Background: an optimization exercise with open tools, aiming at small area, a short achievable clock period and few clock cycles. Do not read the settings as production practice.
In this exercise RTL edits were held to simulation tests only and were not proved equivalent to the original.
Power figures rest on the tool's default switching activity, not on a simulated workload.

==> flow/design.v (outline; a module is shown in full before it is edited, if it fits) <==
// module conv_line_buffer: 23 lines
// module conv2d_stream: 6646 lines
// module csa_fa: 10 lines
// module csa_ha: 9 lines
module conv2d_stream
#(
  parameter int IMG_W  = 28,
  parameter int IMG_H  = 28,
  parameter int K      = 3,
  parameter int N_FILT = 4,
  parameter int PIX_W  = cnn_pkg::CNN_PIX_W,
  parameter int WT_W   = 8,
  parameter int OUT_W  = 16,
  parameter int SHIFT  = 4
) (
  input  logic                         clk,
  input  logic                         reset,
  input  logic                         in_valid,
  output logic                         in_ready,
  input  logic [PIX_W-1:0]             in_pix,
  input  logic                         wt_we,
  input  logic [((N_FILT*K*K > 1) ? $clog2(N_FILT*K*K) : 1)-1:0] wt_addr,
  input  logic [WT_W-1:0]              wt_data,
  output logic                         out_valid,
  input  logic                         out_ready,
  output logic [N_FILT*OUT_W-1:0]      out_data,
  output logic                         busy,
  output logic                         frame_done
);
  // ...
==> flow/run.sh <==
#!/bin/bash
# synth_recipe.tcl (not shown) runs the flow's synth.tcl, then flattens the netlist and writes it again
# the make line also repeats each setting of config.mk as NAME=value (left out here)
make -C /OpenROAD-flow-scripts/flow DESIGN_CONFIG=/design/flow/config.mk WORK_HOME=/design/flow/orfs CLKGATE_MAP_FILE= SYNTH_SCRIPT=/design/flow/synth_recipe.tcl finish
==> flow/config.mk <==
export PLATFORM = sky130hd
export DESIGN_NAME = conv2d_stream
export DESIGN_NICKNAME = conv2d_stream
export VERILOG_FILES = /design/flow/design.v
export SDC_FILE = /design/flow/constraint.sdc
export NUM_CORES = 4
export LEC_CHECK = 0
export CAP_MARGIN = 20
export CORE_MARGIN = 2
export CORE_UTILIZATION = 50
export SLEW_MARGIN = 20
export SYNTH_HIERARCHICAL = 1
==> flow/constraint.sdc <==
create_clock -name core_clock -period 9.0 [get_ports {clk}]
set_input_delay 1.8000 -clock core_clock [delete_from_list [all_inputs] [get_ports {clk}]]
set_output_delay 1.8000 -clock core_clock [all_outputs]
set_load 0.01 [all_outputs]
==> flow_metrics.tcl, run 1 <==
set metrics [dict create \
    nonClkBufAreaFrac 0.01640 \
    worst-r2r-cell-count 8 \
    synth-edff-count 1386 \
    antenna_cells 8 \
    design_area_um2 109000 \
    dieArea_um2 203400 \
    placed_cells 9592 \
    pg_clk_uw 6940 \
    hold_path_class "flip-flop to flip-flop" \
    crit_buf_inv 1 \
    multi_input_area_share 0.4835 \
    status "timing/DRC/antenna clean" \
    hold_start "zr_f1[9]" \
    finalCriticalPeriod_ns 4.738 \
    largestRegisters "u_lb.sr: 464 flops, wenc: 432 flops" \
    post_cts_resize_count 0 \
    ios 95 \
    grt_pass1_wl_mm 447.4 \
    required_ns 9.60 \
    cts_sinks 1502 \
    drcViolationCount 0 \
    max_clock_freq_mhz 211.1 \
    ys_ff_latch 1502 \
    p_seq_frac 0.269 \
    r2r_slack_ns 4.26 \
    arrival_ns 5.34 \
    hold_end "bb_f1[99]" \
    fin_cells 9916 \
    endpoint "bb_f2[53]" \
    critPathMaxFanout 17 \
    pre_cts_slack_ns 3.554 \
    cp.depth 8 \
    ant_nets 0 \
    seq_share 0.4033 \
    leakage_uw 0.04059 \
    synth_cells 7141 \
    antenna_found_initial 23 \
    p_sw_frac 0.4127 \
    worst_ir_drop_vdd_mv 0.6341 \
    wl_met1_mm 126.1 \
    period_share 0.5265 \
    seq_cells 1502 \
]
Testbench counts, summed over its fixed seeds: cycles 18,896.
==> inputs of run 2 (changes only) <==
--- a/flow/config.mk
+++ b/flow/config.mk
@@ -8,5 +8,6 @@
 export CAP_MARGIN = 20
 export CORE_MARGIN = 2
-export CORE_UTILIZATION = 50
+export CORE_UTILIZATION = 55
+export SETUP_SLACK_MARGIN = 4.6
 export SLEW_MARGIN = 20
 export SYNTH_HIERARCHICAL = 1
==> run 2 against run 1 <==
  * Utilization grew 6.0 points
  * Cell area grew 0.61%
  * Register-to-register slack gained 0.32 ns
  * Critical path type unchanged
  * Largest power group unchanged
  * Still clean on timing, DRC and antenna
==> flow_metrics.tcl, run 2 <==
set metrics [dict create \
    status "timing/DRC/antenna clean" \
    avgRoutedWirePerCell_um 32.86 \
    max_clock_freq_mhz 226.4 \
    die_h_um 430.2 \
    synth.top_cell.area_share 0.4167 \
    drcViolationCount 0 \
    slew_violations 0 \
    seq_area_um2 43940 \
    p_comb_frac 0.571 \
    final_cell_mix "edfxtp_1, fa_1, o22ai_1" \
    yosysTopAreaCell "edfxtp_1" \
    r2r_start "u_lb.sr[2]" \
    multi_input_area_um2 52690 \
    async_flop_share 0 \
    slowest_delay_ns 1.16 \
    ios 95 \
    synth_cells 7141 \
    power_switching_uw 18070 \
    end_kind "flip-flop" \
    worstReg2RegEnd "bb_f3[53]" \
    ys.flop_type "edfxtp_1" \
    final_common_cell "edfxtp_1" \
    port_buffers 94 \
    synth_area_leaders "edfxtp_1, fa_1, xor2_1" \
    n_fill_cell 14026 \
    arrival_ns 4.97 \
    max_flop_register "u_lb.sr" \
    clock_latency_ns 0.85 \
    finalCriticalPeriod_ns 4.417 \
    synth_area_per_cell_um2 13.99 \
    grt_overflow_total 0 \
    worstPathCellList "buf_4 -> o22ai_1 -> xor2_1 -> fa_1 -> fa_1 -> fa_1 -> fa_1" \
    largest_register_ffs 464 \
    p_int_uw 25680 \
    p_per_area_nw_per_um2 399.0 \
    cts_root_buf "clkbuf_16" \
    min_path_cells 0 \
    synth_common_cells "edfxtp_1, fa_1, o22ai_1, xor2_1, xnor2_1" \
    worstSetupPathType "flip-flop to flip-flop" \
    synthDistinctLibCells 59 \
    clkTransAtPathRegs_ns 0.06 \
    p_seq_frac 0.265 \
    die_w_um 430.2 \
    initial_utilization 0.5533 \
    setup_slack_ns 4.583 \
    hold_start "zr_f3[8]" \
    finalClockSkew_ns 0.03459 \
    coreArea_um2 180500 \
    rsz0062_at_grt "no" \
    p_clk_frac 0.163 \
    fin_cells 9731 \
    postCtsHoldBufs 0 \
    cpMostUsedCell "fa_1" \
    grt_max_degree 157 \
    maxCapViolCount 0 \
    wl_mm 319.7 \
    synth-edff-count 1386 \
    viasPerCell 6.295 \
    hold_path_class "flip-flop to flip-flop" \
    critPathMaxFanout 17 \
    num_rows 156 \
    ys_ff_latch 1502 \
    design_area_um2 109600 \
    tightest_slew_ns 1.231 \
    whs_ns 0.4031 \
    cts_buffers 168 \
    leakage_uw 0.04115 \
    place_area_um2 103100 \
    r2r_slack_ns 4.58 \
    cts.path.max_buffers 3 \
    grt_pass1_vias 62452 \
    hold_end "bb_f3[98]" \
    dieArea_um2 185000 \
    syn_area_um2 99890 \
    period_share 0.4908 \
    worst-r2r-cell-count 7 \
    relSlewSlack 0.1795 \
    setup_viol 0 \
    first_pass_iters 5 \
    gp_congestion 0.9727 \
    grt_pass1_wl_mm 454.2 \
    crit_slowest_cell "edfxtp_1" \
    h-tree-depth 4 \
    critPathLaunchType "flip-flop" \
    cts_tree "yes" \
    synth.net_count 8717 \
    hold_viol 0 \
    area_delta_synth_final_pct 9.759 \
    cts_sinks 1502 \
    antenna_found_initial 18 \
    hpwlAfterDp_mm 235.7 \
    drt_iter0_markers 8425 \
    seq_area_frac_synth 0.4399 \
    p_sw_frac 0.4130 \
    tns_ns 0 \
    drive_gt1_frac 0.07849 \
    required_ns 9.56 \
    synth.most_common_cell "edfxtp_1" \
    pre_cts_slack_ns 3.493 \
    largestRegisters "u_lb.sr: 464 flops, wenc: 432 flops" \
    vias 61261 \
    grt_use_total 0.3502 \
    synth_warnings 8 \
    placed_cells 9316 \
    layout.nets 8784 \
    ant_nets 0 \
    worst_ir_drop_vdd_mv 0.5918 \
]
==> run 2: what timing repair did <==
action | CTS | global route
pin swaps | 1 | 0
cloned | 2 | 0
setup buffers | 26 | 64
endpoints found under the setup margin | 236 | 33
resized for setup | 0 | 2
==> run 2: how the worst max path moves through the flow <==
stage | endpoint | startpoint | depth (start not counted)
2_1_floorplan | bb_f0[0] | out_ready | 3
3_3_place_gp | bb_f3[51] | out_ready | 6
3_5_place_dp | bb_f3[52] | out_ready | 6
4_1_cts | bb_f3[59] | u_lb.sr[225] | 8
5_1_grt | xr_f2[9] | wenc[273] | 13
6_report | bb_f3[53] | u_lb.sr[2] | 7
==> run 2: kinds of logic after synthesis <==
logic type	count (synthesis)	share of synthesized area
fa+ha+maj	1549	0.2920
buf+inv	837	0.03391
mux	5	0.0005136
flops	1502	0.4399
xor+xnor	1410	0.1236
compound gates	1236	0.07809
simple gates	602	0.03193
==> run 2: power by group through the flow <==
stage                     Clock, uW  Combinational, uW  Sequential [uW]
after floorplan                   0              17100            11400
after global placement            0              24300            11700
after detailed placement          0              24900            11700
after CTS                      7260              25000            11600
after global routing           7520              27800            11700
final                          7140              25000            11600
==> run 2: through the flow <==
stage                     total power (uW)    util
after global routing                 47040  0.6071
after detailed placement             36610  0.5712
final                                43740  0.6072
after global placement               36050  0.5708
after floorplan                      28530       -
after CTS                            43890  0.6043
==> run 2: layout make-up <==
type,instances,area share
sequential,1502,0.4008
timing repair inverter,1,0.00006847
inverter,437,0.01500
antenna,10,0.0002282
multi-input combinational,4803,0.4806
tap,2370,0.02705
clock inverter,105,0.01167
timing repair buffer,295,0.02414
clock buffer,208,0.04046
==> run 2: metal layers <==
metal | vias to the layer above | share of wire | global-route usage
met1 | 31850 | 0.40 | 0.5017
met3 | 644 | 0.10 | 0.07621
met5 | - | 0 | 0
met2 | 3625 | 0.45 | 0.5226
met4 | 0 | 0.047 | 0.1447
li1 | 25142 | - | -
==> run 2: per-module statistics from Yosys, one instance, submodules excluded, a selection <==
module / area (um^2) / cells inside / flip-flops and latches
csa_ha: 12.51 / 1 / 0
conv2d_stream: 60170 / 5325 / 1038
csa_fa: 20.02 / 1 / 0
==> run 2: worst max-delay path: cells and delay by family, from the launching register on <==
| kind | cells | cell delay (ns) |
|---|---|---|
| AO/OA/AOI/OAI | 1 | 0.18 |
| XOR/XNOR | 1 | 0.19 |
| adder cells (fa/ha/maj) | 4 | 2.02 |
| buffers and inverters | 1 | 0.55 |
| flip-flops | 1 | 1.16 |
==> inputs of run 3 (changes only) <==
--- a/flow/config.mk
+++ b/flow/config.mk
@@ -9,5 +9,5 @@
 export CORE_MARGIN = 2
 export CORE_UTILIZATION = 55
-export SETUP_SLACK_MARGIN = 4.6
+export SETUP_SLACK_MARGIN = 5.0
 export SLEW_MARGIN = 20
 export SYNTH_HIERARCHICAL = 1
==> run 3 against run 2 <==
  * Still clean on timing, DRC and antenna
  * Clock skew grew 0.035 ns
  * Maximum frequency rose by 9.4%
  * Count of clock-buffer cells in the layout increased by 1
  * Utilization rose by 0.95 points
  * Cell area up 1.6%
  * Total power is 2.6% higher
  * Sequential share of layout area decreased by 0.62 points
  * Critical endpoint is now bb_f1[53]
==> flow_metrics.tcl, run 3 <==
set metrics [dict create \
    antenna_found_initial 38 \
    hold_path_class "flip-flop to flip-flop" \
    initial_utilization 0.5533 \
    finalCriticalPeriod_ns 4.038 \
    fin_cells 9836 \
    critPathLaunchType "flip-flop" \
    synth_cells 7141 \
    setup_viol 0 \
    relSlewSlack 0.2102 \
    use_met1 0.5058 \
    hpwlAfterDp_mm 236.4 \
    grt_max_degree 153 \
    synth_common_cells "edfxtp_1, fa_1, o22ai_1, xor2_1, xnor2_1" \
    period_share 0.4487 \
    ant_nets 0 \
    grt_pass1_vias 62506 \
    h-tree-depth 4 \
    synthDistinctLibCells 59 \
    cts_buffers 169 \
    busiest_layer "met2" \
    final_cell_mix "edfxtp_1, fa_1, o22ai_1" \
    async_flop_share 0 \
    required_ns 9.57 \
    grt_pass1_wl_mm 455.3 \
    ys.flop_type "edfxtp_1" \
    synth_area_leaders "edfxtp_1, fa_1, xor2_1" \
    hold_viol 0 \
    cts_sinks 1502 \
    final_common_cell "edfxtp_1" \
    use_met3 0.07982 \
    layout.nets 8890 \
    gp_congestion 0.9772 \
    viasPerCell 6.256 \
    synth_area_per_cell_um2 13.99 \
    p_per_area_nw_per_um2 402.9 \
    max_clock_freq_mhz 247.6 \
    avgRoutedWirePerCell_um 32.81 \
    seq_area_frac_synth 0.4399 \
    yosysTopAreaCell "edfxtp_1" \
    r2r_slack_ns 4.96 \
    largest_register_ffs 464 \
    drcViolationCount 0 \
    leakage_uw 0.04195 \
    critPathMaxFanout 16 \
    ios 95 \
    ys_ff_latch 1502 \
    cts_root_buf "clkbuf_16" \
    cts_tree "yes" \
    synth.most_common_cell "edfxtp_1" \
    slew_violations 0 \
    grt_overflow_total 0 \
    post-route-util 0.6168 \
    finalClockSkew_ns 0.06970 \
    first_pass_iters 5 \
    use_met2 0.5248 \
    worstSetupPathType "flip-flop to flip-flop" \
    synth.top_cell.area_share 0.4167 \
    grt_use_total 0.3526 \
    clkTransAtPathRegs_ns 0.06 \
    end_kind "flip-flop" \
    worst_ir_drop_vdd_mv 0.7596 \
    syn_area_um2 99890 \
    synth.net_count 8717 \
    dieArea_um2 185000 \
    wl_mm 322.7 \
    synth-edff-count 1386 \
    port_buffers 94 \
    largestRegisters "u_lb.sr: 464 flops, wenc: 432 flops" \
    synth_warnings 8 \
    tightest_slew_ns 1.185 \
    max_flop_register "u_lb.sr" \
    report.power.total_uw 44860 \
    rsz0062_at_grt "yes" \
    postCtsHoldBufs 0 \
    num_rows 156 \
    die_h_um 430.2 \
    placed_cells 9328 \
    cts.path.max_buffers 3 \
    coreArea_um2 180500 \
    status "timing/DRC/antenna clean" \
    die_w_um 430.2 \
    drive_gt1_frac 0.09906 \
    maxCapViolCount 0 \
    arrival_ns 4.61 \
    clock_latency_ns 0.87 \
    drt_iter0_markers 7864 \
    vias 61536 \
    area_delta_synth_final_pct 11.48 \
]
## run 3: stage by stage
stage	hold WS (ns)	setup WS (ns)	cell area [um^2]	setup TNS, ns
after floorplan	0.3606	-0.1214	99920	-105.35
after global placement	0.3881	3.790	103100	0
after detailed placement	0.3895	3.694	103200	0
after CTS	0.3818	5.000	110300	0
after global routing	0.3940	4.958	111300	0
final	0.3914	4.962	111400	0
## run 3: per-module statistics from Yosys (local to each module, per instance), a selection
module / flip-flops and latches / cells
conv2d_stream: 1038 / 5325
csa_fa: 0 / 1
csa_ha: 0 / 1
## run 3: final cells by class
type | instances | area (um^2)
Fill cell | 13805 | 69190
Clock buffer | 209 | 4491
Tap cell | 2370 | 2965
Inverter | 437 | 1692
Sequential cell | 1502 | 43940
Timing Repair inverter | 1 | 7.507
Timing Repair Buffer | 400 | 3577
Antenna cell | 6 | 15.01
Clock inverter | 108 | 1713
Multi-Input combinational cell | 4803 | 52950
## run 3: cells by family (layout without fill, tap and decap cells)
| family | Yosys count | after routing | synth area share |
|---|---|---|---|
| adders and majority gates | 1549 | 1549 | 0.2920 |
| other | 0 | 6 | 0 |
| buffers and inverters | 837 | 1155 | 0.03391 |
| muxes | 5 | 5 | 0.0005136 |
| xor gates and xnor gates | 1410 | 1410 | 0.1236 |
| AOI/OAI and AO/OA | 1236 | 1236 | 0.07809 |
| DFF | 1502 | 1502 | 0.4399 |
| and+or+nand+nor | 602 | 603 | 0.03193 |
## run 3: where the power goes
part / leakage (uW) / total, uW / switching (uW) / internal (uW)
clock: 0.00296 / 7600 / 3100 / 4500
sequential: 0.0142 / 11500 / 847 / 10700
combinational: 0.0248 / 25700 / 14400 / 11400
total: 0.0420 / 44900 / 18300 / 26500
## run 3: worst max-delay path, stage by stage, from the launching register on
cell and delay (ns):
edfxtp_1 0.49, buf_6 0.22, o22ai_1 0.20, xor2_1 0.23, fa_2 0.53, fa_1 0.53, fa_1 0.46, fa_1 0.62
fa_1 0.46
## run 3: what timing repair did
item / CTS / global route
resized for setup: 46 / 101
setup buffers: 95 / 88
cloned: 2 / 0
endpoints found under the setup margin: 820 / 67
pin swaps: 1 / 17
## run 3: worst paths after layout
kind                 from           end  depth (start not counted)
max          u_lb.sr[459]     bb_f1[53]                          8
min          u_lb.sr[240]  u_lb.sr[248]                          0
max reg2reg  u_lb.sr[459]     bb_f1[53]                          8
min reg2reg  u_lb.sr[240]  u_lb.sr[248]                          0
## run 3: routing by layer
metal | share of wire | up-vias | wire length, um
li1 | - | 25338 | -
met3 | 0.11 | 690 | 34960
met1 | 0.40 | 31787 | 129300
met2 | 0.44 | 3711 | 142900
met4 | 0.048 | 10 | 15490
met5 | 0.00022 | - | 72
==> inputs of run 4 (changes only) <==
--- a/flow/config.mk
+++ b/flow/config.mk
@@ -8,6 +8,6 @@
 export CAP_MARGIN = 20
 export CORE_MARGIN = 2
-export CORE_UTILIZATION = 55
-export SETUP_SLACK_MARGIN = 5.0
+export CORE_UTILIZATION = 65
+export SETUP_SLACK_MARGIN = 5
 export SLEW_MARGIN = 20
 export SYNTH_HIERARCHICAL = 1
==> run 4 against run 3 <==
  * Still clean
  * Sequential share of layout area increased by 0.25 points
  * Clock skew increased by 0.0055 ns
  * Non-clock buffer count increased by 31
  * Clock power decreased by 8.8%
  * Critical path type unchanged
  * Largest power group unchanged
==> flow_metrics.tcl, run 4 <==
set metrics [dict create \
    tns_ns 0 \
    coreArea_um2 152300 \
    first_pass_iters 8 \
    antenna_found_initial 15 \
    cpMostUsedCell "fa_1" \
    worst-r2r-cell-count 8 \
    grt_pass1_wl_mm 438.7 \
    hold_path_class "flip-flop to flip-flop" \
    yosysTopAreaCell "edfxtp_1" \
    ant_nets 0 \
    synth.top_cell.area_share 0.4167 \
    synth_cells 7141 \
    synth_warnings 8 \
    max_clock_freq_mhz 246.8 \
    cts_tree "yes" \
    relSlewSlack 0.2124 \
    post-route-util 0.7268 \
    critPathTopFamily "adder cells" \
    pre_cts_slack_ns 3.376 \
    status "timing/DRC/antenna clean" \
    hold_viol 0 \
    placed_cells 8970 \
    die_h_um 396.0 \
    crit_slowest_cell "fa_1" \
    p_seq_frac 0.259 \
    finalCriticalPeriod_ns 4.051 \
    cts_root_buf "clkbuf_16" \
    setup_slack_ns 4.949 \
    slowest_delay_ns 0.60 \
    r2r_start "u_lb.sr[446]" \
    maxCapViolCount 0 \
    hpwlAfterDp_mm 224.6 \
    clkTransAtPathRegs_ns 0.06 \
    wl_mm 309.7 \
    ys_ff_latch 1502 \
    final_cell_mix "edfxtp_1, fa_1, o22ai_1" \
    drt_iter0_markers 8841 \
    synth.net_count 8717 \
    seq_area_frac_synth 0.4399 \
    area_delta_synth_final_pct 10.78 \
    ys.flop_type "edfxtp_1" \
    period_share 0.4501 \
    rsz0062_at_grt "yes" \
    drcViolationCount 0 \
    ios 95 \
    async_flop_share 0 \
    p_clk_frac 0.155 \
    crit_start "u_lb.sr[446]" \
    synth.most_common_cell "edfxtp_1" \
    initial_utilization 0.6560 \
    worst_ir_drop_vdd_mv 0.6944 \
    fin_cells 9514 \
    cts_buffers 163 \
    worstSetupPathType "flip-flop to flip-flop" \
    grt_overflow_total 0 \
    synth_area_per_cell_um2 13.99 \
    num_rows 143 \
    r2r_slack_ns 4.95 \
    p_comb_frac 0.586 \
    p_per_area_nw_per_um2 403.3 \
    syn_area_um2 99890 \
    synth_common_cells "edfxtp_1, fa_1, o22ai_1, xor2_1, xnor2_1" \
    setup_viol 0 \
    gp_congestion 1.019 \
    viasPerCell 6.585 \
    vias 62646 \
    crit_buf_inv 1 \
    synth_area_leaders "edfxtp_1, fa_1, xor2_1" \
    hold_end "u_lb.sr[45]" \
    finalClockSkew_ns 0.07516 \
    arrival_ns 4.59 \
    grt_use_total 0.3976 \
    cts_sinks 1502 \
    die_w_um 396.0 \
    synth-edff-count 1386 \
    worstReg2RegEnd "bb_f3[53]" \
    min_path_cells 0 \
    dieArea_um2 156800 \
    grt_pass1_vias 63077 \
    place_area_um2 102600 \
    worstPathCellList "clkbuf_8 -> o22ai_2 -> xor2_1 -> fa_1 -> fa_1 -> fa_1 -> fa_1 -> fa_1" \
    final_common_cell "edfxtp_1" \
    cts.path.max_buffers 3 \
    tightest_slew_ns 1.181 \
    port_buffers 94 \
    clock_latency_ns 0.84 \
    design_area_um2 110700 \
    grt_max_degree 155 \
    drive_gt1_frac 0.1026 \
    slew_violations 0 \
    hold_start "u_lb.sr[37]" \
    synthDistinctLibCells 59 \
    largestRegisters "u_lb.sr: 464 flops, wenc: 432 flops" \
    leakage_uw 0.04187 \
    end_kind "flip-flop" \
    power_switching_uw 18540 \
    n_fill_cell 9928 \
    p_sw_frac 0.4154 \
    largest_register_ffs 464 \
    max_flop_register "u_lb.sr" \
    required_ns 9.54 \
    layout.nets 8916 \
    h-tree-depth 4 \
    critPathLaunchType "flip-flop" \
    critPathMaxFanout 33 \
    avgRoutedWirePerCell_um 32.55 \
    p_int_uw 26090 \
]
==> run 4: cells by family after synthesis <==
family	Yosys count	share of synthesized area
AO/OA/AOI/OAI	1236	0.07809
multiplexers	5	0.0005136
flip-flops	1502	0.4399
AND/OR/NAND/NOR	602	0.03193
buffers and inverters	837	0.03391
XOR/XNOR	1410	0.1236
adder cells (fa/ha/maj)	1549	0.2920
==> run 4: power groups by stage <==
stage	registers, uW	logic (uW)	clock network (uW)
detailed placement	11700	24500	0
floorplan	11400	17100	0
global route	11700	28600	7260
CTS	11600	24900	6990
finish	11600	26100	6930
global placement	11700	23600	0
==> run 4: worst max path at each step <==
stage	depth (start not counted)	endpoint	slack (ns)
floorplan	3	bb_f0[0]	-0.12
global placement	6	bb_f2[72]	3.51
detailed placement	6	bb_f2[72]	3.38
CTS	8	bb_f1[53]	5.00
global route	10	out_data[42]	4.87
finish	8	bb_f3[53]	4.95
==> run 4: metrics by stage <==
stage,total power (uW),hold WS [ns]
final,44630,0.3699
after global routing,47550,0.3720
after CTS,43420,0.3679
after detailed placement,36270,0.3887
after global placement,35260,0.3866
after floorplan,28530,0.3606
==> run 4: worst register-to-register path, stage by stage, from the launching register on <==
cell,delay (ns)
edfxtp_1,0.38
clkbuf_8,0.28
o22ai_2,0.28
xor2_1,0.36
fa_1,0.54
fa_1,0.40
fa_1,0.52
fa_1,0.60
fa_1,0.43
==> run 4: cell type report <==
class	instances	area (um^2)	area share
Multi-Input combinational cell	4804	53090	0.4797
Sequential cell	1502	43940	0.3971
Clock buffer	194	4255	0.03845
Timing Repair Buffer	431	3826	0.03458
Tap cell	2030	2540	0.02295
Inverter	437	1678	0.01516
Clock inverter	107	1304	0.01178
Antenna cell	8	20.02	0.0001809
Timing Repair inverter	1	7.507	0.00006784
==> run 4: modules after synthesis (local to each module, per instance), excerpt <==
module / cell area, um^2 / flops+latches
conv2d_stream: 60170 / 1038
csa_fa: 20.02 / 0
csa_ha: 12.51 / 0
==> run 4: what timing repair did <==
item	CTS	global route
hold buffers	0	0
cloned	3	1
setup endpoints to repair	929	360
pin swaps	1	38
setup buffers	75	156
endpoints found under the hold margin	0	0
resized for setup	40	114
==> run 4: metal layers <==
| metal | GRT usage | share of wire | up-vias |
|---|---|---|---|
| met5 | 0 | 0.00044 | - |
| met4 | 0.1883 | 0.060 | 12 |
| met3 | 0.1227 | 0.13 | 874 |
| met2 | 0.5710 | 0.43 | 4503 |
| met1 | 0.5592 | 0.37 | 31843 |
| li1 | - | - | 25414 |

what the ideal ports hide:
The flow's constraints put no driver on any port. The routed layouts listed below were extracted and timed again, unchanged, in two steps. Step 1 (the two cells are an assumption about what drives the block):
set clk [get_ports {clk}]
set_driving_cell -lib_cell sky130_fd_sc_hd__clkbuf_16 $clk
set_driving_cell -lib_cell sky130_fd_sc_hd__buf_2 [delete_from_list [all_inputs] $clk]
Step 2 moves the port delays by t, midway between the first and last clock arrival at a register: inputs arrive t later, outputs are due t later. That takes back most of the time a late clock gives input paths. a / b / c = ideal / step 1 / step 2; a / b = the first two.
| run | shift t [ns] | setup WS [ns] | clock arrival spread, ns | worst slew at a driven data input, ns | cell pins on the clock port's net |
|---|---|---|---|---|---|
| run 1 | 0.946 | 4.262 / 4.262 / 3.607 | 0.051 / 0.051 | 0.04 | 1 |
| run 2 | 0.926 | 4.583 / 4.583 / 3.831 | 0.037 / 0.037 | 0.03 | 1 |
| run 3 | 0.930 | 4.962 / 4.962 / 4.467 | 0.069 / 0.069 | 0.05 | 1 |
| run 4 | 0.896 | 4.949 / 4.949 / 4.256 | 0.078 / 0.078 | 0.14 | 1 |
After both steps every run listed still meets setup and hold. The setup slack of run 2, which loses most, moves by 0.000 ns with the drivers and by -0.752 ns with both steps.
